This is an optimization exercise on Yosys and OpenROAD, whose aim is small area, a short achievable clock period and few clock cycles, not a production implementation. At most, simulation tests tie the RTL to the original design; equivalence was not proved. The RTL of runs 3 to 6 was laid out without a check of its function. Power is estimated from default activity; no workload was simulated.

==> flow/design.v <==
module odp_writer #(
    parameter int DEPTH = 17           
) (
    input  logic        clk,
    input  logic        rst_n,
    input  logic        px_in_vld,
    input  logic [15:0] px_in,
    output logic        px_in_rdy,
    output logic        MEM_REQ,
    output logic [31:0] MEM_ADDR,
    output logic [3:0]  MEM_CMD,
    output logic        MEM_WE,
    output logic [31:0] MEM_DOUT,
    output logic        MEM_WVLD,
    input  logic        MEM_WRDY,
    input  logic        MEM_ODP_SEL,
    input  logic        MEM_FIN,
    input  logic        ODP_START,
    output logic        ODP_STATUS,
    input  logic [31:0] CFG_WRITE_START_ADDR,
    input  logic [8:0]  CFG_WIDTH,
    input  logic [8:0]  CFG_HEIGHT,
    input  logic [9:0]  CFG_NUM_FMAP
);
    localparam int MD = DEPTH - 1;             
    typedef enum logic [1:0] {B_IDLE, B_REQ, B_DATA, B_FIN} bst_t;
    logic          status_q, rdy_q, in_done_q, half_q;
    logic          last_q;                     
    logic [8:0]    wlen_q, hlen_q, wc_q, hc_q;
    logic [9:0]    nc_q;
    logic [31:0]   addr_q;
    logic [31:0]   mem_q [MD];
    logic [MD-1:0] nw_q;                       
    logic [MD-1:0] rsel;                       
    logic [31:0]   dout_d, addr_d;
    logic          fin_b;
    logic [DEPTH:0] tot_q;                     
    logic          hv_q;                       
    logic [31:0]   dout_q;
    logic [15:0]   px_q;
    logic          slo_q, shi_q, hz_q;         
    bst_t          bst_q;
    logic          req_q, wvld_q;
    logic [3:0]    beat_q;                     
    logic          empty_job, start, xfer, last_px, fin_px, commit, pop, ld, job_end;
    logic          can_lo, wr_lo, wr_hi, s_free, slo_d, nw_top_d, req_go;
    logic          mnz, ge16, ge15, nz;
    logic [3:0]    cnt4, cnt4m1;
    logic [3:0]    cmd_d;
    logic          last_nx;
    assign px_in_rdy  = rdy_q;
    assign ODP_STATUS = status_q;
    assign MEM_REQ    = req_q;
    assign MEM_WE     = req_q;
    assign MEM_ADDR   = addr_q;
    assign MEM_CMD    = beat_q;                   
    assign MEM_WVLD   = wvld_q;
    assign MEM_DOUT   = dout_q;
    assign empty_job = (CFG_WIDTH == '0) || (CFG_HEIGHT == '0) || (CFG_NUM_FMAP == '0);
    assign start     = !status_q && ODP_START && !empty_job;
    assign xfer      = px_in_vld && rdy_q;
    assign last_px   = last_q;
    assign fin_px    = xfer && last_px;
    assign commit    = xfer && (half_q || last_px);
    assign pop       = wvld_q && MEM_WRDY;
    assign ld        = (pop || !hv_q) && mnz;
    assign job_end   = (bst_q == B_FIN) && MEM_FIN && in_done_q && !nz;
    assign nz       = tot_q[0];
    assign ge15     = tot_q[14];
    assign ge16     = tot_q[15];
    assign mnz      = hv_q ? (shi_q ? tot_q[2] : tot_q[1]) : (shi_q ? tot_q[1] : tot_q[0]);
    always_comb begin
        cnt4   = 4'd0;                       
        cnt4m1 = 4'd0;                       
        for (int k = 0; k < 15; k++) if (tot_q[k]) cnt4 = 4'(k + 1);
        for (int k = 1; k < 16; k++) if (tot_q[k]) cnt4m1 = 4'(k);
    end
    assign can_lo   = !nw_q[MD-1];
    assign wr_lo    = slo_q && can_lo;
    assign wr_hi    = shi_q && (!slo_q || can_lo);
    assign s_free   = !slo_q || can_lo;
    assign slo_d    = xfer ? !half_q : (s_free ? 1'b0 : slo_q);
    assign nw_top_d = (wr_lo && !ld) ? nw_q[MD-2] : ((ld && !wr_lo) ? 1'b0 : nw_q[MD-1]);
    assign req_go = status_q && (ge16 || (commit && ge15) || (in_done_q && nz) || (fin_px && nz));
    assign cmd_d  = commit ? cnt4 : cnt4m1;
    always_comb begin
        if (wc_q != 9'd1)      last_nx = (wc_q == 9'd2) && (hc_q == 9'd1) && (nc_q == 10'd1);
        else if (hc_q != 9'd1) last_nx = (wlen_q == 9'd1) && (hc_q == 9'd2) && (nc_q == 10'd1);
        else                   last_nx = (wlen_q == 9'd1) && (hlen_q == 9'd1) && (nc_q == 10'd2);
    end
    always_comb begin
        dout_d = dout_q & {32{!ld}};
        for (int i = 0; i < MD; i++) dout_d = dout_d | (mem_q[i] & {32{ld && rsel[i]}});
    end
    assign fin_b  = (bst_q == B_FIN) && MEM_FIN;
    assign addr_d = (CFG_WRITE_START_ADDR & {32{!status_q}}) |
                    ({addr_q[31:6] + 26'd1, addr_q[5:0]} & {32{status_q && fin_b}}) |
                    (addr_q & {32{status_q && !fin_b}});
    assign rsel = nw_q & ~{1'b0, nw_q[MD-1:1]};
    always_ff @(posedge clk or negedge rst_n) begin
        if (!rst_n) begin
            status_q  <= 1'b0;
            rdy_q     <= 1'b0;
            in_done_q <= 1'b0;
            half_q    <= 1'b0;
            nw_q      <= '0;
            tot_q     <= '0;
            hv_q      <= 1'b0;
            slo_q     <= 1'b0;
            shi_q     <= 1'b0;
            bst_q     <= B_IDLE;
            req_q     <= 1'b0;
            wvld_q    <= 1'b0;
        end else begin
            if (!status_q) begin
                status_q  <= start;
                rdy_q     <= start;
                in_done_q <= 1'b0;
                half_q    <= 1'b0;
            end else begin
                if (job_end) status_q <= 1'b0;
                rdy_q     <= !in_done_q && !fin_px && (!slo_d || !nw_top_d);
                in_done_q <= in_done_q || fin_px;
                half_q    <= half_q ^ xfer;
            end
            if (commit && !pop)      tot_q <= {tot_q[DEPTH-1:0], 1'b1};
            else if (pop && !commit) tot_q <= {1'b0, tot_q[DEPTH:1]};
            hv_q   <= ld || (hv_q && !pop);
            slo_q  <= slo_d;
            shi_q  <= xfer ? commit : (s_free ? 1'b0 : shi_q);
            if (wr_lo && !ld)      nw_q <= {nw_q[MD-2:0], 1'b1};
            else if (ld && !wr_lo) nw_q <= {1'b0, nw_q[MD-1:1]};
            case (bst_q)
                B_IDLE: if (req_go) begin
                    req_q <= 1'b1;
                    bst_q <= B_REQ;
                end
                B_REQ: if (MEM_ODP_SEL) begin
                    wvld_q <= 1'b1;
                    bst_q  <= B_DATA;
                end
                B_DATA: if (pop && beat_q == 4'd0) begin
                    wvld_q <= 1'b0;
                    bst_q  <= B_FIN;
                end
                B_FIN: if (MEM_FIN) begin
                    req_q <= 1'b0;
                    bst_q <= B_IDLE;
                end
                default: bst_q <= B_IDLE;
            endcase
        end
    end
    always_ff @(posedge clk) begin
        if (!status_q) begin
            wlen_q <= CFG_WIDTH;
            hlen_q <= CFG_HEIGHT;
            wc_q   <= CFG_WIDTH;
            hc_q   <= CFG_HEIGHT;
            nc_q   <= CFG_NUM_FMAP;
            last_q <= (CFG_WIDTH == 9'd1) && (CFG_HEIGHT == 9'd1) && (CFG_NUM_FMAP == 10'd1);
        end else begin
            if (xfer) last_q <= last_nx;
            if (xfer) begin
                if (wc_q == 9'd1) begin
                    wc_q <= wlen_q;
                    if (hc_q == 9'd1) begin
                        hc_q <= hlen_q;
                        nc_q <= nc_q - 10'd1;
                    end else begin
                        hc_q <= hc_q - 9'd1;
                    end
                end else begin
                    wc_q <= wc_q - 9'd1;
                end
            end
        end
        if (bst_q == B_IDLE) begin
            beat_q <= cmd_d;
        end else if (bst_q == B_DATA && pop) begin
            beat_q <= beat_q - 4'd1;
        end
        dout_q <= dout_d;
        addr_q <= addr_d;
    end
    always_ff @(posedge clk) begin
        if (xfer) begin
            px_q <= px_in;
            hz_q <= !half_q;
        end
        if (wr_lo) begin
            for (int i = 1; i < MD; i++) mem_q[i] <= mem_q[i-1];
            mem_q[0][15:0] <= px_q;
        end
        if (wr_hi) mem_q[0][31:16] <= hz_q ? 16'h0000 : px_q;
    end
endmodule
==> flow/flow/run.sh <==
#!/bin/bash
# Own layout flow: the standard ORFS flow (standard.sh), with
#  - the port buffers made from buf_2 cells instead of the default delay-buffer cells,
set -euo pipefail
export BUFFER_PORTS_ARGS="-buffer_cell sky130_fd_sc_hd__buf_2"
bash standard.sh SETUP_SLACK_MARGIN=8.5 finish > flow_make.log 2>&1
==> flow/standard.sh <==
#!/bin/bash
# synth_recipe.tcl (not shown) runs the flow's synth.tcl, then flattens the netlist and writes it again
# the make line also repeats each setting of config.mk as NAME=value (left out here)
make -C /OpenROAD-flow-scripts/flow DESIGN_CONFIG=/design/flow/config.mk WORK_HOME=/design/flow/orfs CLKGATE_MAP_FILE= SYNTH_SCRIPT=/design/flow/synth_recipe.tcl "${@:-finish}"
==> flow/config.mk <==
export PLATFORM = sky130hd
export DESIGN_NAME = odp_writer
export DESIGN_NICKNAME = odp_writer
export VERILOG_FILES = /design/flow/design.v
export SDC_FILE = /design/flow/constraint.sdc
export NUM_CORES = 4
export LEC_CHECK = 0
export ABC_CLOCK_PERIOD_IN_PS = 3000
export CAP_MARGIN = 20
export CORE_MARGIN = 2
export CORE_UTILIZATION = 65
export CTS_CLUSTER_DIAMETER = 110
export CTS_CLUSTER_SIZE = 24
export SLEW_MARGIN = 20
==> flow/constraint.sdc <==
create_clock -name core_clock -period 12.0 [get_ports {clk}]
set_input_delay 2.4000 -clock core_clock [delete_from_list [all_inputs] [get_ports {clk}]]
set_output_delay 2.4000 -clock core_clock [all_outputs]
set_load 0.01 [all_outputs]
==> key figures, run 1 <==
Power
  • Clock power share: between 15 and 20%
  • Sequential share of power: approximately three fifths
  • Peak supply drop: around 170 uV
  • Internal: around 4.6 mW
  • Pwr Density: around 220 nW/um^2
  • Static leakage: 9.79 nW
  • Sw Ratio: 29.9%
  • Combinational Power Share: a little over a fifth
  • Switching Power: ~2.0 mW
  • Pwr Total: between 6 and 7 mW

Final layout
  • Finished Core Util: between 70 and 80%
  • FILL cells: between 2,000 and 2,500
  • Design Area, Final: 29,500 um^2
  • FF+latch area: roughly 20,000 um^2
  • Area occupied by multi-input gates: 6230 um^2
  • Area Growth Syn to Fin: 11.7%
  • Nets: approximately 2,000
  • Share of cells above drive strength 1: roughly 20%

Global route
  • Largest net degree at the start of global routing: ~190
  • Initial antenna violation count: 1
  • Total global routing track utilization: approximately 29%
  • GRT overflow: 0
  • Vias in the first global route: 15,700
  • First-pass GRT wire length: 90,900 um

Clock tree
  • TritonCTS clock tree: done
  • Max clock buf depth: 3
  • CTS Buf Count: 34
  • CTS sink cnt: just under 700
  • CTS Hold Buffers Added: 0
  • Latest clock arrival within the worst-skew pair: 580 ps
  • Htree depth: 2
  • CTS root buf: clkbuf_16
  • Clock Pin Slew Worst Setup and Hold Paths: approximately 100 ps

Worst setup path
  • Worst path slowest cell: edfxtp_1
  • CP top delay family: flip-flops
  • CP Launch Type: register
  • Worst R2R Start: nw_q[15]
  • Critical path arrival: ~1200 ps
  • Critical path endpoint category: output port
  • Required @ worst endpoint: around 9600 ps
  • Max incr delay on CP: 430 ps
  • Flop-to-flop setup slack: between 8000 and 9000 ps
  • Max Fanout on Critical Path: 2
  • R2R cell count: 5
  • Buffers & Inverters on Critical Path: 1
  • Cells along the critical path: buf_2
  • WS Path Type: register to output port
  • Critical R2R Capture: mem_q[15][17]

Route
  • DRT Wirelength: 60,400 um
  • WL/cell: between 20 and 30 um
  • Total number of vias: around 16,000
  • Post-route DRC violation count: 0
  • Post-DRT Antenna Nets: 0
  • First-pass iteration count of the detailed router: 5
  • 1st-iter DRT viols: ~1,900
  • Via-to-Cell Ratio: approximately 6.5

Run
  • Total of max-cap violations: 0

Hold path
  • Hold Path End: mem_q[10][24]
  • Min-delay src: mem_q[9][24]
  • Worst min-delay path class: register to register
  • Hold path cells: 0

Timing
  • Peak Freq: approximately 0.28 GHz
  • Setup Skew: about 22 ps
  • Slew margin rel.: roughly 33%
  • Crit share post-route: 29.7%
  • Final Max Tran Viols: 0
  • Setup violators final: 0
  • Setup TNS: 0 ps
  • Worst Tran Pin Value: 1000 ps
  • RSZ-0062 raised after global routing: yes
  • Final Hold Violating Endpoints: 0
  • Final Critical Period: between 3000 and 4000 ps

Place
  • GPL Wtd Cong: just over 0.8
  • Hpwl dp: 32,500 um
  • Port-buffer cells: between 150 and 200
  • Post-DP Area: around 28,000 um^2

Die
  • Placeable Area: ~40,000 um^2
  • Width of the die: 205 um
  • Die height: between 200 and 250 um
  • Rows: 73
  • IO Count: around 160
  • Area of the die: 42,200 um^2
  • Initial core utilization: 66.1%

Logic synthesis
  • Cells after Synth: 1,692
  • Synth Cell Area: between 20,000 and 30,000 um^2
  • Mean Syn Cell Area: 15.6 um^2
  • Top FF cell, synth: edfxtp_1
  • Share of the yosys chip area belonging to registers: between 70% and 80%
  • Syn_nets: between 1,500 and 2,000
  • Ys async rst share: 6.53%
  • FF+latch count, synth: 689
  • Yosys cell types: a little over 60
  • Post-synth EDFFs: slightly below 600
  • Syn. warnings: 2

Outcome
  • Status: no timing/DRC/antenna violations
-- layout make-up --
type | instances | share of cell area (%)
flip-flops and latches | 689 | 67.8
multi-input cells | 881 | 21.1
repair buffers | 225 | 5.03
clock buffers | 59 | 3.28
well taps | 525 | 2.23
inverters | 28 | 0.382
clock inverters | 3 | 0.140
diodes | 4 | 0.0340
-- cell families after synthesis --
| family | count (synthesis) | synth area share, % |
|---|---|---|
| flip-flops | 689 | 75.3 |
| AO/OA/AOI/OAI | 436 | 12.1 |
| AND/OR/NAND/NOR | 342 | 6.76 |
| buffers and inverters | 122 | 1.85 |
| XOR/XNOR | 45 | 1.49 |
| multiplexers | 39 | 1.53 |
| adder cells (fa/ha/maj) | 19 | 0.901 |
-- power groups by stage --
stage          Clock (mW)  Combinational (mW)  Sequential (mW)
6_report             1.29                1.44             3.84
5_1_grt              1.39                1.58             3.90
4_1_cts              1.32                1.39             3.84
3_5_place_dp            0                1.24             3.88
3_3_place_gp            0                1.21             3.86
2_1_floorplan           0               0.819             3.93
-- synth_stat cells (23+ instances only) --
library cell | n | area share [%]
dfxtp_1 | 58 | 4.4
a22oi_1 | 166 | 4.7
nand4_1 | 55 | 1.3
nand2_1 | 75 | 1.1
o22a_1 | 31 | 1.0
nand3_1 | 27 | 0.51
dfrtp_1 | 45 | 4.3
o21ai_0 | 53 | 1.0
a22o_1 | 45 | 1.5
nor2b_1 | 37 | 0.88
inv_1 | 28 | 0.40
a221oi_1 | 49 | 1.6
mux2i_1 | 29 | 1.1
nor2_1 | 87 | 1.2
a21oi_1 | 49 | 0.93
clkbuf_1 | 54 | 0.77
edfxtp_1 | 586 | 67
xnor2_1 | 23 | 0.76
-- per-stage QoR --
| step | instances | hold WS, ps | setup slack [ps] |
|---|---|---|---|
| global route | 2410 | 460 | 8380 |
| global placement | 2303 | 427 | 6910 |
| floorplan | 1692 | 418 | 2620 |
| CTS | 2395 | 442 | 8410 |
| finish | 2414 | 446 | 8440 |
| detailed placement | 2303 | 432 | 6860 |
-- per-layer routing --
metal	global-route usage (%)	share of wire (%)	vias to the layer above	wire, um
met1	42.3	41	7855	24800
li1	-	-	7051	-
met3	5.27	9.6	104	5820
met2	45.0	47	742	28400
met5	0	0	-	0
met4	8.25	2.3	0	1400
-- registers in the layout (all words and copies together) (netlist names), 2 cells and up, named ones only --
signal	flops
bst_q	2
beat_q	4
hlen_q	9
px_q	16
wc_q	9
nc_q	10
tot_q	18
hc_q	9
mem_q	512
dout_q	32
wlen_q	9
nw_q	16
addr_q	26
-- worst max-delay path by stage --
stage                    from          to  slack [ps]  cells past startpoint
detailed placement   MEM_WRDY       rdy_q        6860                     11
floorplan            nw_q[15]       rdy_q        2620                     10
finish              beat_q[2]  MEM_CMD[2]        8440                      1
global route         MEM_WRDY       rdy_q        8380                     11
global placement     MEM_WRDY       rdy_q        6910                     11
CTS                 beat_q[2]  MEM_CMD[2]        8410                      1
-- cell usage in the layout, fill, tap and decap left out, types with 4 or more instances in the layout --
cell type and count:
clkbuf_16 36, a22oi_1 166, o21ai_0 24, nor2b_1 22, nand3_1 27, buf_2 144
buf_6 16, a21o_1 6, a221oi_1 48, mux2_2 10, ha_1 16, nor4_1 10
edfxtp_1 586, a21oi_1 48, inv_1 23, dfxtp_1 10, dfxtp_2 38, nand2_1 73
xnor2_1 23, a211oi_1 8, buf_4 60, o22a_1 31, diode_2 4, dfxtp_4 10
nor4b_1 4, mux2i_1 29, nand4_1 55, o21ai_1 28, clkbuf_1 24, dfrtp_1 42
nor2b_4 15, a22o_1 45, nor2_1 87, xor2_1 22, nor3_1 17, a31oi_1 7
and3_1 4
-- repair_timing --
item / in CTS / in global routing
hold endpoints to repair: 0 / 0
gates resized for setup: 73 / 18
pin swaps: 2 / 3
setup buffers: 28 / 15
setup endpoints to repair: 225 / 235
cloned: 2 / 0
Testbench counts, summed over its fixed seeds: cycles 176,730.
==> run 2: changes to the inputs <==
--- a/flow/config.mk
+++ b/flow/config.mk
@@ -8,7 +8,7 @@
 export ABC_CLOCK_PERIOD_IN_PS = 3000
 export CAP_MARGIN = 20
 export CORE_MARGIN = 2
-export CORE_UTILIZATION = 65
+export CORE_UTILIZATION = 70
 export CTS_CLUSTER_DIAMETER = 110
 export CTS_CLUSTER_SIZE = 24
 export SLEW_MARGIN = 20
==> run 2 against run 1 <==
  * Final cell count decreased by 0.95%
  * Sequential power about the same
  * Flip-flop and latch count did not move
  * Design area grew 0.28%
==> key figures, run 2 <==
Worst setup path
  • Buffers & Inverters on Critical Path: 1
  • Max Fanout on Critical Path: 3
  • Worst R2R Start: nw_q[15]
  • Critical path endpoint category: output port
  • Worst path slowest cell: edfxtp_1
  • WS Path Type: register to output port
  • Setup crit start: beat_q[1]
  • CP top delay family: flip-flops
  • Flop-to-flop setup slack: ~8700 ps
  • CP Launch Type: register
  • Critical path arrival: around 1200 ps
  • Max incr delay on CP: about 430 ps
  • Required @ worst endpoint: between 9000 and 10,000 ps
  • Cells along the critical path: buf_2

Clock tree
  • Max clock buf depth: 3
  • Latest clock arrival within the worst-skew pair: 590 ps
  • CTS Hold Buffers Added: 0
  • CTS sink cnt: slightly below 700
  • Htree depth: 2
  • TritonCTS clock tree: done
  • CTS Buf Count: 34
  • CTS root buf: clkbuf_16
  • Clock Pin Slew Worst Setup and Hold Paths: approximately 90 ps

Route
  • 1st-iter DRT viols: roughly 1,700
  • Post-DRT Antenna Nets: 0
  • WL/cell: about 25 um
  • First-pass iteration count of the detailed router: 6
  • Total number of vias: between 15,000 and 20,000
  • DRT Wirelength: 60,100 um
  • Post-route DRC violation count: 0
  • Via-to-Cell Ratio: roughly 6.7

Power
  • Switching Power: around 2 mW
  • Sequential share of power: 58.3%
  • Combinational Power Share: 22.4%
  • Sw Ratio: between 20% and 30%
  • Pwr Density: approximately 220 nW/um^2
  • Static leakage: between 9 and 10 nW
  • Pwr Total: between 6 and 7 mW
  • Clock power share: about a fifth
  • Internal: about 4.6 mW
  • Peak supply drop: ~200 uV

Final layout
  • Commonest non-fill, non-tap cell in the layout: edfxtp_1
  • FILL cells: 2,153
  • Largest register FFs: 512
  • Share of cells above drive strength 1: 19.7%
  • Largest regs: mem_q (512), dout_q (32), addr_q (26)
  • Layout Cells excl Fill: 2,391
  • Largest register by flop count: mem_q
  • Nets: 1,958
  • Area Growth Syn to Fin: 12.0%
  • Design Area, Final: around 30,000 um^2
  • Commonest cells after routing, fill and taps aside: edfxtp_1, a22oi_1, buf_2
  • Finished Core Util: between 70% and 80%

Logic synthesis
  • Yosys cell types: between 60 and 70
  • Cells after Synth: roughly 1,700
  • Top cell type's share of synthesized area: 66.7%
  • Ys async rst share: approximately 6.5%
  • FF+latch count, synth: 689
  • Top FF cell, synth: edfxtp_1
  • Top post-synthesis cells by count: edfxtp_1, a22oi_1, nor2_1
  • Syn. warnings: 2
  • Area leader, netlist: edfxtp_1
  • Top cells by area, synth: edfxtp_1, a22oi_1, dfxtp_1
  • Mean Syn Cell Area: 15.6 um^2
  • Synth Cell Area: about 26,000 um^2
  • Syn_nets: about 1,800
  • Share of the yosys chip area belonging to registers: between 70% and 80%
  • Most common cell in the netlist: edfxtp_1
  • Post-synth EDFFs: slightly below 600

Die
  • Die height: between 150 and 200 um
  • Area of the die: about 39,000 um^2
  • Initial core utilization: 70.6%
  • Width of the die: a little under 200 um
  • IO Count: approximately 160
  • Placeable Area: between 30,000 and 40,000 um^2
  • Rows: 71

Place
  • Post-DP Area: ~28,000 um^2
  • Setup WS pre-CTS: 6850 ps
  • Placed Cells incl. Taps: about 2,300
  • Hpwl dp: about 32,000 um
  • GPL Wtd Cong: 0.847
  • Port-buffer cells: ~160

Hold path
  • Worst min-delay path class: register to register
  • Min-delay src: mem_q[10][8]

Global route
  • GRT overflow: 0
  • Total global routing track utilization: a little under a third
  • Initial antenna violation count: 0
  • Largest net degree at the start of global routing: 216
  • First-pass GRT wire length: between 80,000 and 90,000 um
  • Vias in the first global route: about 15,000

Timing
  • Final Hold Violating Endpoints: 0
  • Setup TNS: 0 ps
  • Worst Tran Pin Value: 1070 ps
  • Setup Skew: around 28 ps
  • Fin worst setup slack: 8440 ps
  • RSZ-0062 raised after global routing: yes
  • Crit share post-route: 29.7%
  • Final Critical Period: approximately 3600 ps
  • Fin Hold WS: ~440 ps
  • Peak Freq: about 0.28 GHz
  • Final Max Tran Viols: 0
  • Slew margin rel.: 28.7%
  • Setup violators final: 0

Outcome
  • Status: no timing/DRC/antenna violations

Run
  • Total of max-cap violations: 0
[run 2: changes by cell type in the layout (fill, tap and decap cells not counted), moves of 3 or more]
cell      change
diode_2       -3
clkbuf_1      -3
buf_2        -10
o21ai_1       +5
o21ai_0       -5
buf_6         +5
[run 2: worst paths after layout]
check                                end  cells after the start
setup / recovery              MEM_CMD[1]                      1
hold / removal              mem_q[11][8]                      0
setup reg to reg           mem_q[10][31]                      5
hold reg to reg             mem_q[11][8]                      0
max in group asynchronous       status_q                      2
min in group asynchronous       tot_q[6]                      2
[run 2: logic make-up after synthesis]
kind of cell             Yosys count  synth area share (%)
adder cells (fa/ha/maj)           19                 0.901
AND/OR/NAND/NOR                  342                  6.76
XOR/XNOR                          45                  1.49
AO/OA/AOI/OAI                    436                  12.1
flip-flops                       689                  75.3
buffers and inverters            122                  1.85
multiplexers                      39                  1.53
[run 2: power groups by stage]
stage | Combinational, mW | Clock [mW] | Sequential, mW
6_report | 1.47 | 1.28 | 3.84
3_5_place_dp | 1.24 | 0 | 3.88
3_3_place_gp | 1.20 | 0 | 3.85
2_1_floorplan | 0.819 | 0 | 3.93
4_1_cts | 1.40 | 1.29 | 3.84
5_1_grt | 1.61 | 1.37 | 3.91
[run 2: timing repair]
action,in CTS,in global routing
gates cloned,3,1
setup endpoints to repair,339,275
buffers inserted,26,13
pin swaps,2,4
gates resized for setup,78,39
[run 2: cell type report]
cell class              count  area [um^2]  area share (%)
clock inverters             3         41.3           0.140
multi-input cells         881         6260            21.2
inverters                  28          125           0.423
well taps                 511          639            2.16
repair buffers            222         1560            5.29
diodes                      1         2.50         0.00847
flip-flops and latches    689        20000            67.6
clock buffers              56          955            3.23
[run 2: metal layers]
metal	GRT usage [%]	wire, um	up-vias
met4	8.74	1580	0
met3	5.47	5940	122
met2	48.9	28900	868
met1	44.4	23700	7953
met5	0	0	-
li1	-	-	7026
==> run 3: changes to the inputs <==
--- a/flow/design.v
+++ b/flow/design.v
@@ -34,6 +34,7 @@
     logic [MD-1:0] rsel;                       
     logic [31:0]   dout_d, addr_d;
     logic          fin_b;
+    logic [3:0]    beat_d;
     logic [DEPTH:0] tot_q;                     
     logic          hv_q;                       
     logic [31:0]   dout_q;
@@ -92,6 +93,9 @@
         dout_d = dout_q & {32{!ld}};
         for (int i = 0; i < MD; i++) dout_d = dout_d | (mem_q[i] & {32{ld && rsel[i]}});
     end
+    assign beat_d = (cmd_d & {4{bst_q == B_IDLE}}) |
+                    ((beat_q - 4'd1) & {4{bst_q == B_DATA && pop}}) |
+                    (beat_q & {4{bst_q != B_IDLE && !(bst_q == B_DATA && pop)}});
     assign fin_b  = (bst_q == B_FIN) && MEM_FIN;
     assign addr_d = (CFG_WRITE_START_ADDR & {32{!status_q}}) |
                     ({addr_q[31:6] + 26'd1, addr_q[5:0]} & {32{status_q && fin_b}}) |
@@ -175,11 +179,7 @@
                 end
             end
         end
-        if (bst_q == B_IDLE) begin
-            beat_q <= cmd_d;
-        end else if (bst_q == B_DATA && pop) begin
-            beat_q <= beat_q - 4'd1;
-        end
+        beat_q <= beat_d;
         dout_q <= dout_d;
         addr_q <= addr_d;
     end
--- a/flow/config.mk
+++ b/flow/config.mk
@@ -8,7 +8,7 @@
 export ABC_CLOCK_PERIOD_IN_PS = 3000
 export CAP_MARGIN = 20
 export CORE_MARGIN = 2
-export CORE_UTILIZATION = 70
-export CTS_CLUSTER_DIAMETER = 110
-export CTS_CLUSTER_SIZE = 24
+export CORE_UTILIZATION = 65
+export CTS_CLUSTER_DIAMETER = 100
+export CTS_CLUSTER_SIZE = 20
 export SLEW_MARGIN = 20
==> run 3 against run 2 <==
  * Still clean on timing, DRC and antenna
  * Final cell count grew 1.9%
  * Combinational power grew 5%
  * Synthesized cell count grew 1.2%
  * Register-to-register slack gained 80 ps
  * Critical path type unchanged
  * Largest cell class unchanged
==> key figures, run 3 <==
Worst setup path
  • Buffers & Inverters on Critical Path: 1
  • Critical path endpoint category: output port
  • Critical path arrival: 1150 ps
  • Max incr delay on CP: between 400 and 500 ps
  • WS Path Type: register to output port
  • Required @ worst endpoint: approximately 9600 ps
  • Max Fanout on Critical Path: 4
  • CP top delay family: flip-flops
  • Worst R2R Start: nw_q[15]
  • Worst path slowest cell: dfrtp_1
  • Setup crit start: req_q
  • CP Launch Type: register
  • Cells along the critical path: buf_2

Die
  • Placeable Area: about 40,000 um^2
  • Die height: 206 um
  • IO Count: 156
  • Width of the die: 206 um
  • Initial core utilization: 66.2%
  • Rows: 73
  • Area of the die: approximately 42,000 um^2

Timing
  • Setup TNS: 0 ps
  • Final Critical Period: between 3000 and 4000 ps
  • RSZ-0062 raised after global routing: yes
  • Worst Tran Pin Value: roughly 1200 ps
  • Crit share post-route: between 20 and 30%
  • Final Hold Violating Endpoints: 0
  • Slew margin rel.: 23.0%
  • Peak Freq: 0.282 GHz
  • Final Max Tran Viols: 0
  • Setup violators final: 0
  • Setup Skew: between 20 and 30 ps

Logic synthesis
  • Area leader, netlist: edfxtp_1
  • Top cells by area, synth: edfxtp_1, a22oi_1, dfxtp_1
  • Ys async rst share: roughly 6.5%
  • Syn. warnings: 2
  • FF+latch count, synth: roughly 700
  • Share of the yosys chip area belonging to registers: roughly three quarters
  • Syn_nets: roughly 1,800
  • Mean Syn Cell Area: about 15 um^2
  • Most common cell in the netlist: edfxtp_1
  • Cells after Synth: 1,713
  • Top post-synthesis cells by count: edfxtp_1, a22oi_1, nor2_1
  • Synth Cell Area: 26,400 um^2
  • Top FF cell, synth: edfxtp_1
  • Top cell type's share of synthesized area: between 60% and 70%
  • Yosys cell types: a little under 60
  • Post-synth EDFFs: a little under 600

Route
  • Wire length on met3: roughly 5500 um
  • Total number of vias: 16,000
  • WL/cell: around 25 um
  • 1st-iter DRT viols: ~1,700
  • DRT Wirelength: between 60,000 and 70,000 um
  • Post-route DRC violation count: 0
  • Met2 WL: a little under 30,000 um
  • Top routing layer in use: met5
  • Via-to-Cell Ratio: around 6.6
  • Post-DRT Antenna Nets: 0
  • Wl on met1: between 20,000 and 25,000 um
  • First-pass iteration count of the detailed router: 5

Clock tree
  • Clock Pin Slew Worst Setup and Hold Paths: ~90 ps
  • CTS root buf: clkbuf_16
  • Htree depth: 2
  • TritonCTS clock tree: done
  • CTS sink cnt: just under 700
  • Max clock buf depth: 3
  • CTS Buf Count: 40
  • Latest clock arrival within the worst-skew pair: between 500 and 600 ps
  • CTS Hold Buffers Added: 0

Place
  • Post-DP Area: between 20,000 and 30,000 um^2
  • Port-buffer cells: between 150 and 200
  • Hpwl dp: about 32,000 um
  • GPL Wtd Cong: 0.824

Global route
  • GRT overflow: 0
  • First-pass GRT wire length: 90,100 um
  • Total global routing track utilization: around 29%
  • Largest net degree at the start of global routing: 207
  • Initial antenna violation count: 1
  • Vias in the first global route: 15,500

Power
  • Clock power share: about a fifth
  • Internal: around 4.7 mW
  • Pwr Density: 225 nW/um^2
  • Sw Ratio: ~30%
  • Switching Power: about 2.0 mW
  • Combinational Power Share: a little under a quarter
  • Static leakage: slightly below 10 nW
  • Sequential share of power: a little under three fifths
  • Peak supply drop: between 200 and 300 uV

Final layout
  • Largest regs: mem_q (512), dout_q (32), addr_q (26)
  • Share of cells above drive strength 1: between 10% and 20%
  • Design Area, Final: between 20,000 and 30,000 um^2
  • Nets: roughly 2,000
  • FILL cells: approximately 2,400
  • Commonest cells after routing, fill and taps aside: edfxtp_1, a22oi_1, buf_2
  • Largest register by flop count: mem_q
  • Area Growth Syn to Fin: 13.0%
  • Commonest non-fill, non-tap cell in the layout: edfxtp_1
  • Largest register FFs: approximately 510

Outcome
  • Status: no timing/DRC/antenna violations

Hold path
  • Worst min-delay path class: register to register
  • Min-delay src: mem_q[2][15]

Run
  • Total of max-cap violations: 0
-- run 3: timing repair --
action / 4_1_cts / 5_1_grt
pin swaps: 2 / 5
cloned: 2 / 2
gates resized for setup: 90 / 35
buffers inserted: 36 / 5
setup endpoints to repair: 116 / 40
-- run 3: per-layer routing --
| layer | vias up | global-route usage [%] |
|---|---|---|
| li1 | 7181 | - |
| met1 | 7993 | 40.6 |
| met2 | 749 | 45.7 |
| met5 | - | 0 |
| met3 | 109 | 5.29 |
| met4 | 2 | 8.30 |
-- run 3: layout make-up --
cell class | count | area, um^2 | share of cell area (%)
inverters | 28 | 118 | 0.394
clock inverters | 3 | 41.3 | 0.138
diodes | 1 | 2.50 | 0.00839
well taps | 525 | 657 | 2.20
flip-flops and latches | 689 | 19900 | 66.8
multi-input cells | 898 | 6360 | 21.3
repair buffers | 225 | 1620 | 5.42
clock buffers | 67 | 1100 | 3.69
-- run 3: kinds of logic (layout without fill, tap and decap cells) --
| kind of cell | count (synthesis) | after routing | share of synthesized area, % |
|---|---|---|---|
| AOI/OAI and AO/OA | 449 | 449 | 12.3 |
| xor gates and xnor gates | 44 | 44 | 1.46 |
| and+or+nand+nor | 349 | 349 | 6.94 |
| buffers and inverters | 126 | 323 | 1.83 |
| adders and majority gates | 19 | 19 | 0.900 |
| muxes | 37 | 37 | 1.43 |
| DFF | 689 | 689 | 75.2 |
| other | 0 | 1 | 0 |
-- run 3: metrics by stage --
stage / setup slack, ps / cells / total power, mW / hold slack (ps) / util (%)
finish: 8450 / 2436 / 6.72 / 440 / 74.8
global route: 8410 / 2435 / 7.02 / 459 / 74.8
CTS: 8410 / 2428 / 6.67 / 437 / 74.3
detailed placement: 6830 / 2320 / 5.11 / 433 / 69.9
global placement: 6910 / 2320 / 5.05 / 424 / 69.9
floorplan: 2620 / 1713 / 4.73 / 418 / -
-- run 3: power by group through the flow --
stage | Combinational, mW | Clock [mW] | Sequential, mW
2_1_floorplan | 0.837 | 0 | 3.89
3_3_place_gp | 1.24 | 0 | 3.81
3_5_place_dp | 1.28 | 0 | 3.84
4_1_cts | 1.47 | 1.41 | 3.79
5_1_grt | 1.67 | 1.48 | 3.86
6_report | 1.54 | 1.39 | 3.80
-- run 3: path summary, 6_finish.rpt --
check                      slack (ps)  depth (start not counted)           end
hold / removal                    440                          0  mem_q[3][15]
setup reg to reg                 8790                          5  mem_q[6][11]
hold reg to reg                   440                          0  mem_q[3][15]
min in group asynchronous        1800                          1         req_q
setup / recovery                 8450                          1       MEM_REQ
max in group asynchronous        9720                          1      nw_q[15]
==> run 4: changes to the inputs <==
--- a/flow/config.mk
+++ b/flow/config.mk
@@ -5,7 +5,7 @@
 export SDC_FILE = /design/flow/constraint.sdc
 export NUM_CORES = 4
 export LEC_CHECK = 0
-export ABC_CLOCK_PERIOD_IN_PS = 3000
+export ABC_CLOCK_PERIOD_IN_PS = 2000
 export CAP_MARGIN = 20
 export CORE_MARGIN = 2
 export CORE_UTILIZATION = 65
==> run 4 against run 3 <==
  * Critical endpoint unchanged
  * Routed wire length unchanged
  * First-iteration DRC count unchanged
  * Still clean
  * Count of clock-buffer cells in the layout unchanged
  * Combinational power about the same
  * Sequential power about the same
  * Global-route usage unchanged
  * Design area unchanged
  * Worst setup slack unchanged
==> key figures, run 4 <==
Outcome
  • Status: no timing/DRC/antenna violations

Final layout
  • Largest register by flop count: mem_q
  • Largest regs: mem_q (512), dout_q (32), addr_q (26)
  • Nets: just under 2,000
  • FILL cells: 2,428
  • Commonest cells after routing, fill and taps aside: edfxtp_1, a22oi_1, buf_2
  • Largest register FFs: approximately 510
  • Share of cells above drive strength 1: between 10% and 20%
  • Commonest non-fill, non-tap cell in the layout: edfxtp_1
  • Area Growth Syn to Fin: 13.0%

Logic synthesis
  • Cells after Synth: between 1,500 and 2,000
  • Mean Syn Cell Area: roughly 15 um^2
  • Synth Cell Area: approximately 26,000 um^2
  • Yosys cell types: 59
  • Syn. warnings: 2
  • Area leader, netlist: edfxtp_1
  • Top cell type's share of synthesized area: 66.2%
  • Ys async rst share: ~6.5%
  • Top post-synthesis cells by count: edfxtp_1, a22oi_1, nor2_1
  • Share of the yosys chip area belonging to registers: around 75%
  • FF+latch count, synth: between 600 and 700
  • Top FF cell, synth: edfxtp_1
  • Most common cell in the netlist: edfxtp_1
  • Syn_nets: approximately 1,800
  • Post-synth EDFFs: 582
  • Top cells by area, synth: edfxtp_1, a22oi_1, dfxtp_1

Route
  • Post-route DRC violation count: 0
  • Via-to-Cell Ratio: 6.58
  • DRT Wirelength: just over 60,000 um
  • Post-DRT Antenna Nets: 0
  • Total number of vias: approximately 16,000
  • 1st-iter DRT viols: about 1,700
  • WL/cell: ~25 um
  • First-pass iteration count of the detailed router: 5

Clock tree
  • Max clock buf depth: 3
  • CTS Hold Buffers Added: 0
  • CTS Buf Count: 40
  • Latest clock arrival within the worst-skew pair: approximately 590 ps
  • TritonCTS clock tree: done
  • CTS root buf: clkbuf_16
  • Clock Pin Slew Worst Setup and Hold Paths: 90 ps
  • CTS sink cnt: between 600 and 700
  • Htree depth: 2

Place
  • Port-buffer cells: approximately 160
  • Hpwl dp: around 32,000 um
  • GPL Wtd Cong: between 0.8 and 0.9

Timing
  • Crit share post-route: a little under 30%
  • Setup TNS: 0 ps
  • Setup Skew: 27.0 ps
  • Final Max Tran Viols: 0
  • Peak Freq: about 0.28 GHz
  • Final Hold Violating Endpoints: 0
  • Final Critical Period: ~3600 ps
  • RSZ-0062 raised after global routing: yes
  • Setup violators final: 0
  • Worst Tran Pin Value: approximately 1200 ps
  • Slew margin rel.: a little under a quarter

Global route
  • Largest net degree at the start of global routing: 207
  • Initial antenna violation count: 1
  • Total global routing track utilization: around 29%
  • First-pass GRT wire length: ~90,000 um
  • Vias in the first global route: between 15,000 and 20,000
  • GRT overflow: 0

Worst setup path
  • Required @ worst endpoint: 9600 ps
  • CP Launch Type: register
  • Max incr delay on CP: between 400 and 500 ps
  • Buffers & Inverters on Critical Path: 1
  • Worst path slowest cell: dfrtp_1
  • Critical path arrival: around 1200 ps
  • Cells along the critical path: buf_2
  • WS Path Type: register to output port
  • Max Fanout on Critical Path: 4
  • CP top delay family: flip-flops
  • Critical path endpoint category: output port

Die
  • Area of the die: roughly 42,000 um^2
  • Rows: 73
  • Width of the die: between 200 and 250 um
  • IO Count: approximately 160
  • Initial core utilization: between 60% and 70%
  • Placeable Area: between 30,000 and 40,000 um^2
  • Die height: approximately 200 um

Run
  • Total of max-cap violations: 0

Hold path
  • Worst min-delay path class: register to register

Power
  • Pwr Density: approximately 230 nW/um^2
  • Pwr Total: ~6.7 mW
  • Peak supply drop: 293 uV
  • Static leakage: 9.95 nW
run 4: cell counts after synthesis:
Identical to the previous run, type by type.
run 4: through the flow:
step                      cells  util [%]  instance area (um^2)  hold slack [ps]  setup WS (ps)
after floorplan            1713         -                 26600              418           2620
after detailed placement   2320      69.9                 27900              433           6830
after global routing       2435      74.8                 29800              459           8410
after global placement     2320      69.9                 27900              424           6910
after CTS                  2428      74.3                 29600              437           8410
final                      2436      74.8                 29800              440           8450
run 4: layer usage:
layer  vias up  share of wire [%]  routed length, um  track usage (%)
li1       7181                  -                  -                -
met1      7993                 41              24500             40.6
met2       749                 48              28900             45.7
met3       109                9.0               5450             5.29
met4         2                2.6               1600             8.30
met5         -              0.030                 18                0
run 4: repair_timing:
| action | 4_1_cts | 5_1_grt |
|---|---|---|
| setup buffers | 36 | 5 |
| endpoints found under the setup margin | 116 | 40 |
| endpoints found under the hold margin | 0 | 0 |
| gates resized for setup | 90 | 35 |
| cloned | 2 | 2 |
| pin swaps | 2 | 5 |
run 4: cell families (layout without fill, tap and decap cells):
group	after synthesis	count (layout)	synth area share (%)
AO/OA/AOI/OAI	449	449	12.3
flip-flops	689	689	75.2
other	0	1	0
adder cells (fa/ha/maj)	19	19	0.900
multiplexers	37	37	1.43
buffers and inverters	126	323	1.83
XOR/XNOR	44	44	1.46
AND/OR/NAND/NOR	349	349	6.94
run 4: path summary, 6_finish.rpt:
| check | start | to | slack, ps | depth (start not counted) |
|---|---|---|---|---|
| setup / recovery | req_q | MEM_REQ | 8450 | 1 |
| hold / removal | mem_q[2][15] | mem_q[3][15] | 440 | 0 |
| setup reg to reg | nw_q[15] | mem_q[6][11] | 8790 | 5 |
| hold reg to reg | mem_q[2][15] | mem_q[3][15] | 440 | 0 |
| max in group asynchronous | rst_n | nw_q[15] | 9720 | 1 |
| min in group asynchronous | rst_n | req_q | 1800 | 1 |
run 4: power breakdown:
group	internal, mW	total, mW	switching, mW
sequential	3.45	3.80	0.351
clock	0.636	1.39	0.750
combinational	0.625	1.54	0.912
total	4.71	6.72	2.01
run 4: area by class of cell:
class                      instances  area (um^2)  share of cell area (%)
sequential                       689        19900                    66.8
multi-input combinational        898         6360                    21.3
timing repair buffer             225         1620                    5.42
clock buffer                      67         1100                    3.69
tap                              525          657                    2.20
inverter                          28          118                   0.394
clock inverter                     3         41.3                   0.138
antenna                            1         2.50                 0.00839
==> run 5: changes to the inputs <==
==> flow/config.mk (replaced) <==
export PLATFORM = sky130hd
export DESIGN_NAME = odp_writer
export DESIGN_NICKNAME = odp_writer
export VERILOG_FILES = /design/flow/design.v
export SDC_FILE = /design/flow/constraint.sdc
export NUM_CORES = 4
export LEC_CHECK = 0
export ABC_CLOCK_PERIOD_IN_PS = 3000
export CAP_MARGIN = 20
export CORE_MARGIN = 2
export CORE_UTILIZATION = 65
export CTS_CLUSTER_DIAMETER = 110
export CTS_CLUSTER_SIZE = 24
export SLEW_MARGIN = 20
==> run 5 against run 4 <==
  * Still clean
  * Flip-flop and latch count did not move
  * Sequential share of layout area rose by 0.47 points
  * Area after synthesis did not move
  * Via count rose by 0.32%
  * Maximum frequency fell by 0.20%
  * Routed wire length fell by 0.57%
  * Final cell count fell by 0.49%
  * Worst setup slack got worse by 7.3 ps
  * Combinational power barely moved
  * Non-clock buffer count fell by 1
  * Count of clock-buffer cells in the layout fell by 11
  * Critical path type is now input port to register
  * Largest cell class unchanged
  * Largest power group unchanged
  * Highest routed layer unchanged
==> key figures, run 5 <==
Route
  • First-pass iteration count of the detailed router: 6
  • 1st-iter DRT viols: 1,761
  • Post-DRT Antenna Nets: 0
  • Post-route DRC violation count: 0
  • Via-to-Cell Ratio: between 6 and 7
  • Total number of vias: between 15,000 and 20,000
  • DRT Wirelength: about 60,000 um
  • WL/cell: about 25 um

Final layout
  • Commonest cells after routing, fill and taps aside: edfxtp_1, a22oi_1, buf_2
  • Area Growth Syn to Fin: 12.2%
  • Largest regs: mem_q (512), dout_q (32), addr_q (26)
  • Nets: 1,977
  • Share of cells above drive strength 1: between 15 and 20%
  • FILL cells: between 2,000 and 2,500
  • Largest register by flop count: mem_q
  • Design Area, Final: roughly 30,000 um^2
  • Largest register FFs: around 500
  • Commonest non-fill, non-tap cell in the layout: edfxtp_1

Place
  • Hpwl dp: 32,400 um
  • Port-buffer cells: about 160
  • Post-DP Area: ~28,000 um^2
  • GPL Wtd Cong: between 0.8 and 0.9

Worst setup path
  • Worst path slowest cell: a221o_2
  • Max incr delay on CP: ~410 ps
  • Cells along the critical path: buf_8, nand4b_1, o21ai_2, a221o_2, clkbuf_16, buf_6, ha_4, o21ai_4, nand2_1, a31o_2
  • Critical path endpoint category: register
  • Required @ worst endpoint: between 10,000 and 15,000 ps
  • WS Path Type: input port to register
  • Critical path arrival: roughly 4000 ps
  • Max Fanout on Critical Path: 5
  • CP Launch Type: input port

Timing
  • Peak Freq: roughly 0.28 GHz
  • Slew margin rel.: 24.9%
  • Setup Skew: 31.2 ps
  • Setup TNS: 0 ps
  • Final Critical Period: ~3600 ps
  • Worst Tran Pin Value: roughly 1100 ps
  • Crit share post-route: 29.7%
  • Final Max Tran Viols: 0
  • Final Hold Violating Endpoints: 0
  • Setup violators final: 0
  • RSZ-0062 raised after global routing: yes

Die
  • Rows: 73
  • Width of the die: about 210 um
  • Initial core utilization: between 60% and 70%
  • Area of the die: approximately 42,000 um^2
  • Die height: approximately 210 um
  • IO Count: 156
  • Placeable Area: 39,900 um^2

Global route
  • GRT overflow: 0
  • Initial antenna violation count: 1
  • Largest net degree at the start of global routing: 207
  • Total global routing track utilization: between 20% and 30%
  • Vias in the first global route: 15,400
  • First-pass GRT wire length: 90,000 um

Logic synthesis
  • Mean Syn Cell Area: roughly 15 um^2
  • Syn_nets: approximately 1,800
  • Top FF cell, synth: edfxtp_1
  • FF+latch count, synth: 689
  • Most common cell in the netlist: edfxtp_1
  • Top cells by area, synth: edfxtp_1, a22oi_1, dfxtp_1
  • Synth Cell Area: approximately 26,000 um^2
  • Top cell type's share of synthesized area: 66.2%
  • Yosys cell types: 59
  • Ys async rst share: 6.53%
  • Cells after Synth: approximately 1,700
  • Top post-synthesis cells by count: edfxtp_1, a22oi_1, nor2_1
  • Share of the yosys chip area belonging to registers: between 70% and 80%
  • Syn. warnings: 2
  • Area leader, netlist: edfxtp_1
  • Post-synth EDFFs: a little under 600

Clock tree
  • Max clock buf depth: 3
  • CTS Buf Count: 34
  • Htree depth: 2
  • CTS root buf: clkbuf_16
  • Latest clock arrival within the worst-skew pair: between 500 and 600 ps
  • CTS sink cnt: just under 700
  • Clock Pin Slew Worst Setup and Hold Paths: about 100 ps
  • TritonCTS clock tree: done

Hold path
  • Worst min-delay path class: register to register

Outcome
  • Status: no timing/DRC/antenna violations

Power
  • Static leakage: between 9 and 10 nW
  • Peak supply drop: slightly below 300 uV
  • Pwr Density: around 220 nW/um^2

Run
  • Total of max-cap violations: 0
[run 5: metal layers]
layer	track usage [%]	part of all wire (%)	vias up
met2	45.5	48	798
met4	8.22	2.7	2
met1	40.8	40	8015
met5	0	0.030	-
li1	-	-	7145
met3	5.24	9.9	125
[run 5: layout make-up]
type / instances / area (um^2) / area share [%]
Sequential cell: 689 / 19900 / 67.3
Multi-Input combinational cell: 898 / 6370 / 21.5
Timing Repair Buffer: 224 / 1540 / 5.20
Clock buffer: 56 / 955 / 3.22
Tap cell: 525 / 657 / 2.22
Inverter: 28 / 125 / 0.422
Clock inverter: 3 / 41.3 / 0.139
Antenna cell: 1 / 2.50 / 0.00845
[run 5: stage by stage]
stage | utilization (%) | setup WS (ps) | std cells | hold slack [ps] | total power, mW
finish | 74.2 | 8440 | 2424 | 440 | 6.59
global route | 74.2 | 8420 | 2423 | 457 | 6.88
CTS | 73.7 | 8430 | 2416 | 443 | 6.55
detailed placement | 69.9 | 6830 | 2320 | 433 | 5.11
global placement | 69.9 | 6910 | 2320 | 424 | 5.05
floorplan | - | 2620 | 1713 | 418 | 4.73
[run 5: worst max-delay path, delay by kind of cell]
family | cells | cell delay [ps]
compound gates | 4 | 890
buf+inv | 3 | 390
simple gates | 2 | 190
fa+ha+maj | 1 | 150
[run 5: report_power, final]
| group | switching (mW) | internal (mW) |
|---|---|---|
| clock | 0.724 | 0.558 |
| sequential | 0.354 | 3.44 |
| combinational | 0.906 | 0.600 |
[run 5: logic make-up after synthesis]
logic type / after synthesis / synth area share (%)
fa+ha+maj: 19 / 0.900
compound gates: 449 / 12.3
buf+inv: 126 / 1.83
flops: 689 / 75.2
mux: 37 / 1.43
simple gates: 349 / 6.94
xor+xnor: 44 / 1.46
[run 5: repair_timing]
action                                  CTS  global route
cloned                                    2             0
pin swaps                                 2             5
buffers inserted                         35             7
resized for setup                        79            49
hold buffers                              0             0
hold endpoints to repair                  0             0
endpoints found under the setup margin  118            46
[run 5: worst paths after layout]
| path | startpoint | end | slack [ps] | depth (start not counted) |
|---|---|---|---|---|
| worst max-delay path | MEM_WRDY | rdy_q | 8440 | 10 |
| worst min-delay path | mem_q[2][15] | mem_q[3][15] | 440 | 0 |
| worst max register to register | nw_q[15] | mem_q[4][18] | 8890 | 5 |
| worst min register to register | mem_q[2][15] | mem_q[3][15] | 440 | 0 |
| max in group asynchronous | rst_n | nw_q[15] | 9740 | 1 |
| min in group asynchronous | rst_n | wvld_q | 1820 | 1 |
==> run 6: changes to the inputs <==
--- a/flow/design.v
+++ b/flow/design.v
@@ -25,6 +25,7 @@
     localparam int MD = DEPTH - 1;             
     typedef enum logic [1:0] {B_IDLE, B_REQ, B_DATA, B_FIN} bst_t;
     logic          status_q, rdy_q, in_done_q, half_q;
+    logic          idle_q, nrdy_q;             
     logic          last_q;                     
     logic [8:0]    wlen_q, hlen_q, wc_q, hc_q;
     logic [9:0]    nc_q;
@@ -34,7 +35,6 @@
     logic [MD-1:0] rsel;                       
     logic [31:0]   dout_d, addr_d;
     logic          fin_b;
-    logic [3:0]    beat_d;
     logic [DEPTH:0] tot_q;                     
     logic          hv_q;                       
     logic [31:0]   dout_q;
@@ -58,12 +58,12 @@
     assign MEM_WVLD   = wvld_q;
     assign MEM_DOUT   = dout_q;
     assign empty_job = (CFG_WIDTH == '0) || (CFG_HEIGHT == '0) || (CFG_NUM_FMAP == '0);
-    assign start     = !status_q && ODP_START && !empty_job;
-    assign xfer      = px_in_vld && rdy_q;
+    assign start     = idle_q && ODP_START && !empty_job;
+    assign xfer      = px_in_vld && !nrdy_q;
     assign last_px   = last_q;
     assign fin_px    = xfer && last_px;
     assign commit    = xfer && (half_q || last_px);
-    assign pop       = wvld_q && MEM_WRDY;
+    assign pop       = (bst_q == B_DATA) && MEM_WRDY;      
     assign ld        = (pop || !hv_q) && mnz;
     assign job_end   = (bst_q == B_FIN) && MEM_FIN && in_done_q && !nz;
     assign nz       = tot_q[0];
@@ -82,7 +82,7 @@
     assign s_free   = !slo_q || can_lo;
     assign slo_d    = xfer ? !half_q : (s_free ? 1'b0 : slo_q);
     assign nw_top_d = (wr_lo && !ld) ? nw_q[MD-2] : ((ld && !wr_lo) ? 1'b0 : nw_q[MD-1]);
-    assign req_go = status_q && (ge16 || (commit && ge15) || (in_done_q && nz) || (fin_px && nz));
+    assign req_go = !idle_q && (ge16 || (commit && ge15) || (in_done_q && nz) || (fin_px && nz));
     assign cmd_d  = commit ? cnt4 : cnt4m1;
     always_comb begin
         if (wc_q != 9'd1)      last_nx = (wc_q == 9'd2) && (hc_q == 9'd1) && (nc_q == 10'd1);
@@ -93,18 +93,17 @@
         dout_d = dout_q & {32{!ld}};
         for (int i = 0; i < MD; i++) dout_d = dout_d | (mem_q[i] & {32{ld && rsel[i]}});
     end
-    assign beat_d = (cmd_d & {4{bst_q == B_IDLE}}) |
-                    ((beat_q - 4'd1) & {4{bst_q == B_DATA && pop}}) |
-                    (beat_q & {4{bst_q != B_IDLE && !(bst_q == B_DATA && pop)}});
     assign fin_b  = (bst_q == B_FIN) && MEM_FIN;
-    assign addr_d = (CFG_WRITE_START_ADDR & {32{!status_q}}) |
-                    ({addr_q[31:6] + 26'd1, addr_q[5:0]} & {32{status_q && fin_b}}) |
-                    (addr_q & {32{status_q && !fin_b}});
+    assign addr_d = (CFG_WRITE_START_ADDR & {32{idle_q}}) |
+                    ({addr_q[31:6] + 26'd1, addr_q[5:0]} & {32{!idle_q && fin_b}}) |
+                    (addr_q & {32{!idle_q && !fin_b}});
     assign rsel = nw_q & ~{1'b0, nw_q[MD-1:1]};
     always_ff @(posedge clk or negedge rst_n) begin
         if (!rst_n) begin
             status_q  <= 1'b0;
+            idle_q    <= 1'b1;
             rdy_q     <= 1'b0;
+            nrdy_q    <= 1'b1;
             in_done_q <= 1'b0;
             half_q    <= 1'b0;
             nw_q      <= '0;
@@ -116,14 +115,20 @@
             req_q     <= 1'b0;
             wvld_q    <= 1'b0;
         end else begin
-            if (!status_q) begin
+            if (idle_q) begin
                 status_q  <= start;
+                idle_q    <= !start;
                 rdy_q     <= start;
+                nrdy_q    <= !start;
                 in_done_q <= 1'b0;
                 half_q    <= 1'b0;
             end else begin
-                if (job_end) status_q <= 1'b0;
+                if (job_end) begin
+                    status_q <= 1'b0;
+                    idle_q   <= 1'b1;
+                end
                 rdy_q     <= !in_done_q && !fin_px && (!slo_d || !nw_top_d);
+                nrdy_q    <= !(!in_done_q && !fin_px && (!slo_d || !nw_top_d));
                 in_done_q <= in_done_q || fin_px;
                 half_q    <= half_q ^ xfer;
             end
@@ -156,7 +161,7 @@
         end
     end
     always_ff @(posedge clk) begin
-        if (!status_q) begin
+        if (idle_q) begin
             wlen_q <= CFG_WIDTH;
             hlen_q <= CFG_HEIGHT;
             wc_q   <= CFG_WIDTH;
@@ -179,7 +184,11 @@
                 end
             end
         end
-        beat_q <= beat_d;
+        if (bst_q == B_IDLE) begin
+            beat_q <= cmd_d;
+        end else if (bst_q == B_DATA && pop) begin
+            beat_q <= beat_q - 4'd1;
+        end
         dout_q <= dout_d;
         addr_q <= addr_d;
     end
--- a/flow/config.mk
+++ b/flow/config.mk
@@ -9,6 +9,6 @@
 export CAP_MARGIN = 20
 export CORE_MARGIN = 2
 export CORE_UTILIZATION = 65
-export CTS_CLUSTER_DIAMETER = 110
-export CTS_CLUSTER_SIZE = 24
+export CTS_CLUSTER_DIAMETER = 100
+export CTS_CLUSTER_SIZE = 20
 export SLEW_MARGIN = 20
==> run 6 against run 5 <==
  * Sequential power about the same
  * Worst setup slack worse by 6.2 ps
  * Via count down 1.2%
  * Area after synthesis up 0.14%
  * Combinational power down 5%
  * Power up 1.1%
  * Routed wire length down 0.21%
  * Synthesized cell count down 0.70%
  * Flip-flop and latch count up 2
  * Critical path type is now register to output port
  * Largest cell class unchanged
  * Highest routed layer is now met4
==> key figures, run 6 <==
Die
  • Placeable Area: around 40,000 um^2
  • Initial core utilization: between 60% and 70%
  • Width of the die: 206 um
  • IO Count: approximately 160
  • Die height: between 200 and 250 um
  • Rows: 73
  • Area of the die: 42,300 um^2

Final layout
  • Design Area, Final: ~30,000 um^2
  • Commonest non-fill, non-tap cell in the layout: edfxtp_1
  • Share of cells above drive strength 1: 19.9%
  • Largest register by flop count: mem_q
  • Finished Core Util: around 75%
  • Largest regs: mem_q (512), dout_q (32), addr_q (26)
  • Nets: approximately 2,000
  • Commonest cells after routing, fill and taps aside: edfxtp_1, a22oi_1, buf_2
  • Area Growth Syn to Fin: 13.2%
  • Largest register FFs: around 500

Place
  • Hpwl dp: 32,200 um
  • Port-buffer cells: 155
  • Setup WS pre-CTS: 6780 ps
  • GPL Wtd Cong: approximately 0.80
  • Post-DP Area: about 28,000 um^2

Timing
  • Peak Freq: 0.280 GHz
  • Setup TNS: 0 ps
  • Final Hold Violating Endpoints: 0
  • Fin worst setup slack: roughly 8400 ps
  • RSZ-0062 raised after global routing: yes
  • Slew margin rel.: between 20 and 30%
  • Worst Tran Pin Value: approximately 1100 ps
  • Final Max Tran Viols: 0
  • Setup Skew: 20.4 ps
  • Final Critical Period: between 3000 and 4000 ps
  • Setup violators final: 0
  • Crit share post-route: just under 30%

Logic synthesis
  • Post-Synth XOR/XNOR Area: ~1.5%
  • Share of the yosys chip area belonging to registers: around three quarters
  • Top cells by area, synth: edfxtp_1, a22oi_1, dfxtp_1
  • Syn_nets: roughly 1,800
  • FF+latch count, synth: just under 700
  • Most common cell in the netlist: edfxtp_1
  • Post-Synth Adder-Cell Area: less than 1%
  • Syn. warnings: 2
  • Post-synthesis simple-gate area fraction: under 10%
  • Post-synth EDFFs: about 590
  • Top post-synthesis cells by count: edfxtp_1, a22oi_1, nand2_1
  • Ys async rst share: between 6 and 7%
  • Main combinational cell family by area after synthesis: compound AO/OA/AOI/OAI gates
  • Mux share of post-synthesis cell area: 1.47%
  • Area leader, netlist: edfxtp_1
  • Top cell type's share of synthesized area: 66.6%
  • Yosys cell types: 67
  • Synth Cell Area: approximately 26,000 um^2
  • Cells after Synth: about 1,700
  • Mean Syn Cell Area: 15.5 um^2
  • Synth Area in Compound Gates: 12.1%
  • Top FF cell, synth: edfxtp_1

Clock tree
  • CTS sink cnt: between 600 and 700
  • Clock Pin Slew Worst Setup and Hold Paths: roughly 90 ps
  • Max clock buf depth: 3
  • CTS root buf: clkbuf_16
  • Latest clock arrival within the worst-skew pair: 590 ps
  • Htree depth: 2
  • CTS Hold Buffers Added: 0
  • CTS Buf Count: 40
  • TritonCTS clock tree: done

Route
  • Post-DRT Antenna Nets: 0
  • First-pass iteration count of the detailed router: 6
  • WL/cell: 24.7 um
  • Post-route DRC violation count: 0
  • 1st-iter DRT viols: approximately 1,600
  • DRT Wirelength: around 60,000 um
  • Total number of vias: about 16,000
  • Via-to-Cell Ratio: between 6 and 7

Power
  • Clock power share: about a fifth
  • Sw Ratio: roughly 29%
  • Switching Power: 1.96 mW
  • Combinational Power Share: roughly a fifth
  • Pwr Total: 6.66 mW
  • Pwr Density: around 220 nW/um^2
  • Internal: 4.70 mW
  • Sequential share of power: between 50% and 60%
  • Static leakage: 9.97 nW
  • Peak supply drop: 144 uV

Hold path
  • Hold Path End: mem_q[3][23]
  • Worst min-delay path class: register to register
  • Hold path cells: 0
  • Min-delay src: mem_q[2][23]

Worst setup path
  • CP Launch Type: register
  • Worst R2R Start: nw_q[15]
  • Required @ worst endpoint: ~9600 ps
  • Critical path arrival: roughly 1200 ps
  • Max Fanout on Critical Path: 3
  • WS Path Type: register to output port
  • Critical path endpoint category: output port
  • Worst path slowest cell: edfxtp_1
  • Buffers & Inverters on Critical Path: 1
  • R2R cell count: 5
  • CP top delay family: flip-flops
  • Critical R2R Capture: mem_q[4][0]
  • Cells along the critical path: buf_2
  • Flop-to-flop setup slack: 8690 ps
  • Max incr delay on CP: 420 ps

Run
  • Total of max-cap violations: 0

Global route
  • GRT overflow: 0
  • First-pass GRT wire length: around 90,000 um
  • Total global routing track utilization: between 20% and 30%
  • Initial antenna violation count: 1
  • Largest net degree at the start of global routing: 95
  • Vias in the first global route: 15,800

Outcome
  • Status: no timing/DRC/antenna violations
## run 6: changes by cell type in the layout (fill, tap and decap cells not counted), moves of 7 or more
cell	delta
dfxtp_1	-11
o21ai_0	-11
nand2_1	+49
clkbuf_1	+9
nor2_1	-36
buf_6	+20
clkbuf_16	+7
o21ai_1	+55
buf_2	-17
a21oi_1	-42
## run 6: per-stage QoR
| stage | hold WS [ps] | instances |
|---|---|---|
| after detailed placement | 431 | 2311 |
| after global placement | 426 | 2311 |
| after CTS | 439 | 2415 |
| after global routing | 453 | 2428 |
| after floorplan | 418 | 1701 |
| final | 442 | 2430 |
## run 6: how the worst max path moves through the flow
stage / from / to / slack [ps] / cells after the start
after floorplan: nw_q[15] / rdy_q / 2580 / 10
after global placement: MEM_WRDY / nrdy_q / 6870 / 12
after detailed placement: MEM_WRDY / nrdy_q / 6780 / 12
after CTS: beat_q[2] / MEM_CMD[2] / 8410 / 1
after global routing: beat_q[1] / MEM_CMD[1] / 8380 / 1
final: beat_q[1] / MEM_CMD[1] / 8430 / 1
## run 6: kinds of logic after synthesis
logic type               count (synthesis)
AO/OA/AOI/OAI                          443
XOR/XNOR                                44
flip-flops                             691
multiplexers                            38
AND/OR/NAND/NOR                        340
adder cells (fa/ha/maj)                 20
buffers and inverters                  125
## run 6: what timing repair did
| item | in CTS | in global routing |
|---|---|---|
| setup buffers | 26 | 12 |
| resized for setup | 95 | 47 |
| cloned | 4 | 1 |
| pin swaps | 5 | 5 |
| endpoints found under the setup margin | 326 | 76 |
## run 6: area by class of cell
type,count,area [um^2]
diodes,2,5.00
clock buffers,72,1160
clock inverters,2,27.5
fillers,2385,9990
inverters,32,149
multi-input cells,885,6230
flip-flops and latches,691,20100
well taps,525,657
repair buffers,219,1630
repair inverters,2,16.3
## run 6: metal layers
metal  global-route usage, %  vias up  wire [um]
met1                    41.6     7941      24500
li1                        -     7098          -
met4                    7.07        0       1200
met2                    46.0      756      28700
met5                       0        -          0
met3                    5.89       89       5670
## run 6: power by group through the flow
stage	logic [mW]	clock network (mW)	registers, mW
finish	1.43	1.41	3.82
global route	1.56	1.52	3.89
CTS	1.34	1.44	3.81
detailed placement	1.17	0	3.85
global placement	1.14	0	3.82
floorplan	0.772	0	3.89

[static timing again, ports no longer ideal]
Ports are ideal in the flow. The routed layouts listed here were re-timed in OpenROAD. Step 1 (the two cells are an assumption about what drives the block):
set clk [get_ports {clk}]
set_driving_cell -lib_cell sky130_fd_sc_hd__clkbuf_16 $clk
set_driving_cell -lib_cell sky130_fd_sc_hd__buf_2 [delete_from_list [all_inputs] $clk]
Step 2 moves the port delays by t, midway between the first and last clock arrival at a register: inputs arrive t later, outputs are due t later. That takes back most of the time a late clock gives input paths. Three values: no drivers, after step 1, after step 2; two values: the first two.
| run | shift t [ns] | slack for setup (ns) | worst setup path at the end | latest minus earliest clock arrival (ns) |
|---|---|---|---|---|
| run 1 | 0.621 | 8.435 / 8.379 / 7.909 | input to register | 0.032 / 0.032 |
| run 2 | 0.631 | 8.440 / 8.383 / 7.830 | input to register | 0.039 / 0.039 |
| run 3 | 0.631 | 8.448 / 8.391 / 7.876 | input to register | 0.034 / 0.035 |
| run 4 | 0.631 | 8.448 / 8.391 / 7.876 | input to register | 0.034 / 0.035 |
| run 5 | 0.631 | 8.440 / 8.397 / 7.827 | input to register | 0.038 / 0.037 |
| run 6 | 0.637 | 8.434 / 8.375 / 7.908 | input to register | 0.023 / 0.023 |
After both steps setup and hold are still met in every run listed. The setup slack of run 5, which loses most, moves by -0.043 ns with the drivers and by -0.613 ns with both steps.
